This design comes from an exercise in tuning for small area, a short achievable clock period and few clock cycles per item on the open sky130 flow, not from production work.
Power and IR drop assume default switching activity.

== north ==
==> flow/design.v <==
module data_mem_ctrl #(
  parameter int Height     = 64,
  parameter int Length     = 32,
  parameter int WaitStates = 0
) (
  input  logic                                        clk,
  input  logic                                        rst_n,
  input  logic                                        reqValid,
  output logic                                        reqReady,
  input  logic                                        writeEnable,
  input  logic [2:0]                                  funct3,
  input  logic [$clog2(Height)+$clog2(Length/8)-1:0]  address,
  input  logic [Length-1:0]                           dataIn,
  output logic                                        respValid,
  output logic [Length-1:0]                           dataOut,
  output logic                                        error
);
  logic v0_q, v1_q, v2_q;
  logic accept;
  assign reqReady  = rst_n;
  assign accept    = reqValid && rst_n;
  assign respValid = v2_q;
  always_ff @(posedge clk or negedge rst_n) begin
    if (!rst_n) begin
      v0_q    <= 1'b0;
      v1_q    <= 1'b0;
      v2_q    <= 1'b0;
    end else begin
      v0_q    <= accept;
      v1_q    <= v0_q;
      v2_q    <= v1_q;
    end
  end
  logic        st_legal, ld_legal, st_go;
  logic [1:0]  lane;
  logic [3:0]  be;
  logic [31:0] wd;
  logic [7:0]  hi_dec, lo_dec;
  always_comb begin
    st_legal = writeEnable && !funct3[2] && (funct3[1:0] != 2'b11);
    ld_legal = !writeEnable && (funct3 != 3'b011) && (funct3 != 3'b110) &&
               (funct3 != 3'b111);
    st_go    = accept && st_legal;
    lane = address[1:0];
    if (funct3[1:0] == 2'b01) lane[0] = 1'b0;
    if (funct3[1]) lane = 2'b00;
    case (funct3[1:0])
      2'b00:   be = 4'b0001 << lane;
      2'b01:   be = lane[1] ? 4'b1100 : 4'b0011;
      default: be = 4'b1111;
    endcase
    wd[7:0]   = dataIn[7:0];
    wd[15:8]  = (funct3[1:0] == 2'b00) ? dataIn[7:0] : dataIn[15:8];
    wd[23:16] = funct3[1] ? dataIn[23:16] : dataIn[7:0];
    wd[31:24] = funct3[1] ? dataIn[31:24] :
                (funct3[0] ? dataIn[15:8] : dataIn[7:0]);
    hi_dec = 8'b1 << address[7:5];
    lo_dec = 8'b1 << address[4:2];
    rlane  = ld_legal ? be : 4'b0000;
  end
  logic [31:0] mem [64];
  logic [31:0] rd;
  always_ff @(posedge clk) begin
    for (int h = 0; h < 8; h++)
      for (int l = 0; l < 8; l++)
        for (int b = 0; b < 4; b++)
          if (st_go && hi_dec[h] && lo_dec[l] && be[b])
            mem[h*8+l][b*8 +: 8] <= wd[b*8 +: 8];
  end
  logic [7:0]  hi_q;
  logic [7:0]  lo_q [4];
  logic [3:0]  rlane;
  logic [1:0]  lane0_q;
  logic        byte0_q, half0_q, uns0_q, zero0_q, err0_q;
  always_ff @(posedge clk) begin
    hi_q    <= hi_dec;
    for (int b = 0; b < 4; b++)
      lo_q[b] <= rlane[b] ? lo_dec : 8'b0;
    lane0_q <= lane;
    byte0_q <= (funct3[1:0] == 2'b00);
    half0_q <= (funct3[1:0] == 2'b01);
    uns0_q  <= funct3[2];
    zero0_q <= !ld_legal;
    err0_q  <= !(st_legal || ld_legal);
  end
  always_comb begin
    rd = '0;
    for (int h = 0; h < 8; h++) begin
      logic [31:0] part;
      part = '0;
      for (int l = 0; l < 8; l++)
        for (int b = 0; b < 4; b++)
          part[b*8 +: 8] = part[b*8 +: 8] | (mem[h*8+l][b*8 +: 8] & {8{lo_q[b][l]}});
      rd = rd | (part & {32{hi_q[h]}});
    end
  end
  logic [31:0] rd_q;
  logic [1:0]  lane_q;
  logic        byte_q, half_q, uns_q, zero_q, err_q;
  always_ff @(posedge clk) begin
    rd_q   <= rd;
    lane_q <= lane0_q;
    byte_q <= byte0_q;
    half_q <= half0_q;
    uns_q  <= uns0_q;
    zero_q <= zero0_q;
    err_q  <= err0_q;
  end
  logic [7:0]  b0, b1;
  logic        sgn;
  logic [31:0] ld;
  always_comb begin
    case (lane_q)
      2'd0:    b0 = rd_q[7:0];
      2'd1:    b0 = rd_q[15:8];
      2'd2:    b0 = rd_q[23:16];
      default: b0 = rd_q[31:24];
    endcase
    b1  = lane_q[1] ? rd_q[31:24] : rd_q[15:8];
    sgn = !uns_q && (byte_q ? b0[7] : b1[7]);
    if (byte_q)      ld = {{24{sgn}}, b0};
    else if (half_q) ld = {{16{sgn}}, b1, b0};
    else             ld = rd_q;
    if (zero_q) ld = '0;
  end
  always_ff @(posedge clk) begin
    dataOut <= ld;
    error   <= err_q;
  end
endmodule
==> flow/config.mk <==
export PLATFORM = sky130hd
export DESIGN_NAME = data_mem_ctrl
export DESIGN_NICKNAME = data_mem_ctrl
export VERILOG_FILES = /design/flow/design.v
export SDC_FILE = /design/flow/constraint.sdc
export NUM_CORES = 4
export LEC_CHECK = 0
export CAP_MARGIN = 20
export CORE_MARGIN = 2
export CORE_UTILIZATION = 65
export PLACE_DENSITY = 0.75
export SETUP_SLACK_MARGIN = 1.65
export SLEW_MARGIN = 20
==> flow/constraint.sdc <==
create_clock -name core_clock -period 3.6 [get_ports {clk}]
set_input_delay 0.7200 -clock core_clock [delete_from_list [all_inputs] [get_ports {clk}]]
set_output_delay 0.7200 -clock core_clock [all_outputs]
set_load 0.01 [all_outputs]
standard.sh (not shown) runs the stock make flow with config.mk's settings and CLKGATE_MAP_FILE= SYNTH_SCRIPT=/design/flow/synth_recipe.tcl, a recipe that flattens the netlist after the stock synthesis.
==> flow/flow/run.sh <==
#!/bin/bash
# Standard layout (the standard.sh) with one change: the clock tree is
# built with larger sink clusters and without dummy balancing loads.
set -euo pipefail
bash standard.sh \
  "CTS_ARGS=-sink_clustering_enable -repair_clock_nets -dont_use_dummy_load -sink_clustering_size 30 -sink_clustering_max_diameter 60" \
  finish > standard_finish.log 2>&1
Input-level comparison between south and north:
==> flow/design.v <==
module data_mem_ctrl #(
  parameter int Height     = 64,
  parameter int Length     = 32,
  parameter int WaitStates = 0
) (
  input  logic                                        clk,
  input  logic                                        rst_n,
  input  logic                                        reqValid,
  output logic                                        reqReady,
  input  logic                                        writeEnable,
  input  logic [2:0]                                  funct3,
  input  logic [$clog2(Height)+$clog2(Length/8)-1:0]  address,
  input  logic [Length-1:0]                           dataIn,
  output logic                                        respValid,
  output logic [Length-1:0]                           dataOut,
  output logic                                        error
);
  logic ready_q, v0_q, v1_q, v2_q;
  logic accept;
  assign accept    = reqValid && ready_q;
  assign reqReady  = ready_q;
  assign respValid = v2_q;
  always_ff @(posedge clk or negedge rst_n) begin
    if (!rst_n) begin
      ready_q <= 1'b0;
      v0_q    <= 1'b0;
      v1_q    <= 1'b0;
      v2_q    <= 1'b0;
    end else begin
      ready_q <= 1'b1;
      v0_q    <= accept;
      v1_q    <= v0_q;
      v2_q    <= v1_q;
    end
  end
  logic        st_legal, ld_legal, st_go;
  logic [1:0]  lane;
  logic [3:0]  be;
  logic [31:0] wd;
  logic [7:0]  hi_dec, lo_dec;
  always_comb begin
    st_legal = writeEnable && !funct3[2] && (funct3[1:0] != 2'b11);
    ld_legal = !writeEnable && (funct3 != 3'b011) && (funct3 != 3'b110) &&
               (funct3 != 3'b111);
    st_go    = accept && st_legal;
    lane = address[1:0];
    if (funct3[1:0] == 2'b01) lane[0] = 1'b0;
    if (funct3[1]) lane = 2'b00;
    case (funct3[1:0])
      2'b00:   be = 4'b0001 << lane;
      2'b01:   be = lane[1] ? 4'b1100 : 4'b0011;
      default: be = 4'b1111;
    endcase
    wd[7:0]   = dataIn[7:0];
    wd[15:8]  = (funct3[1:0] == 2'b00) ? dataIn[7:0] : dataIn[15:8];
    wd[23:16] = funct3[1] ? dataIn[23:16] : dataIn[7:0];
    wd[31:24] = funct3[1] ? dataIn[31:24] :
                (funct3[0] ? dataIn[15:8] : dataIn[7:0]);
    hi_dec = 8'b1 << address[7:5];
    lo_dec = 8'b1 << address[4:2];
  end
  logic [31:0] mem [64];
  logic [31:0] rd;
  always_ff @(posedge clk) begin
    for (int h = 0; h < 8; h++)
      for (int l = 0; l < 8; l++)
        for (int b = 0; b < 4; b++)
          if (st_go && hi_dec[h] && lo_dec[l] && be[b])
            mem[h*8+l][b*8 +: 8] <= wd[b*8 +: 8];
  end
  logic [7:0]  hi_q, lo_q;
  logic [1:0]  lane0_q;
  logic        byte0_q, half0_q, uns0_q, zero0_q, err0_q;
  always_ff @(posedge clk) begin
    hi_q    <= hi_dec;
    lo_q    <= lo_dec;
    lane0_q <= lane;
    byte0_q <= (funct3[1:0] == 2'b00);
    half0_q <= (funct3[1:0] == 2'b01);
    uns0_q  <= funct3[2];
    zero0_q <= !ld_legal;
    err0_q  <= !(st_legal || ld_legal);
  end
  always_comb begin
    rd = '0;
    for (int h = 0; h < 8; h++) begin
      logic [31:0] part;
      part = '0;
      for (int l = 0; l < 8; l++)
        part = part | (mem[h*8+l] & {32{lo_q[l]}});
      rd = rd | (part & {32{hi_q[h]}});
    end
  end
  logic [31:0] rd_q;
  logic [1:0]  lane_q;
  logic        byte_q, half_q, uns_q, zero_q, err_q;
  always_ff @(posedge clk) begin
    rd_q   <= rd;
    lane_q <= lane0_q;
    byte_q <= byte0_q;
    half_q <= half0_q;
    uns_q  <= uns0_q;
    zero_q <= zero0_q;
    err_q  <= err0_q;
  end
  logic [7:0]  b0, b1;
  logic        sgn;
  logic [31:0] ld;
  always_comb begin
    case (lane_q)
      2'd0:    b0 = rd_q[7:0];
      2'd1:    b0 = rd_q[15:8];
      2'd2:    b0 = rd_q[23:16];
      default: b0 = rd_q[31:24];
    endcase
    b1  = lane_q[1] ? rd_q[31:24] : rd_q[15:8];
    sgn = !uns_q && (byte_q ? b0[7] : b1[7]);
    if (byte_q)      ld = {{24{sgn}}, b0};
    else if (half_q) ld = {{16{sgn}}, b1, b0};
    else             ld = rd_q;
    if (zero_q) ld = '0;
  end
  always_ff @(posedge clk) begin
    dataOut <= ld;
    error   <= err_q;
  end
endmodule
==> results.txt <==
Required time of the critical path | south below north. Going from north to south, met3 global-route usage fell 0.79 points, die area decreased 0.82%. Per the comparison of south with north, post-route worst setup slack lost 0.27 ns; share of power burned in combinational logic moved up; part of the total power dissipated in sequential elements now sits lower; area fraction of clock buffers and clock inverters dropped 0.24 points.
Function was not checked in any run of this note: the RTL went through the layout flow alone.

-- re-timing with driven ports --
The results above use ideal ports. As a check the final layouts listed here were re-extracted and re-timed, cells and wires unchanged. Step 1 (the two cells are an assumption about what drives the block):
set clk [get_ports {clk}]
set_driving_cell -lib_cell sky130_fd_sc_hd__clkbuf_16 $clk
set_driving_cell -lib_cell sky130_fd_sc_hd__buf_2 [delete_from_list [all_inputs] $clk]
Step 2, shift: input delay + t, output delay - t, t = (earliest + latest rising clock arrival at the registers) / 2. This alone moves slack from input paths to output paths. a / b / c = no drivers / after step 1 / after step 2; a / b = the first two.
run	t (ns)	setup slack, ns	slew at the worst register clock pin (ns)	pins driven straight from the clock port
north	0.838	1.515 / 1.442 / 0.771	0.11 / 0.11	1
south	0.835	1.241 / 1.241 / 0.578	0.12 / 0.12	1
After both steps setup and hold are still met in every run listed. For north, which loses most, drivers alone change the setup slack by -0.073 ns; drivers and shift together by -0.744 ns.
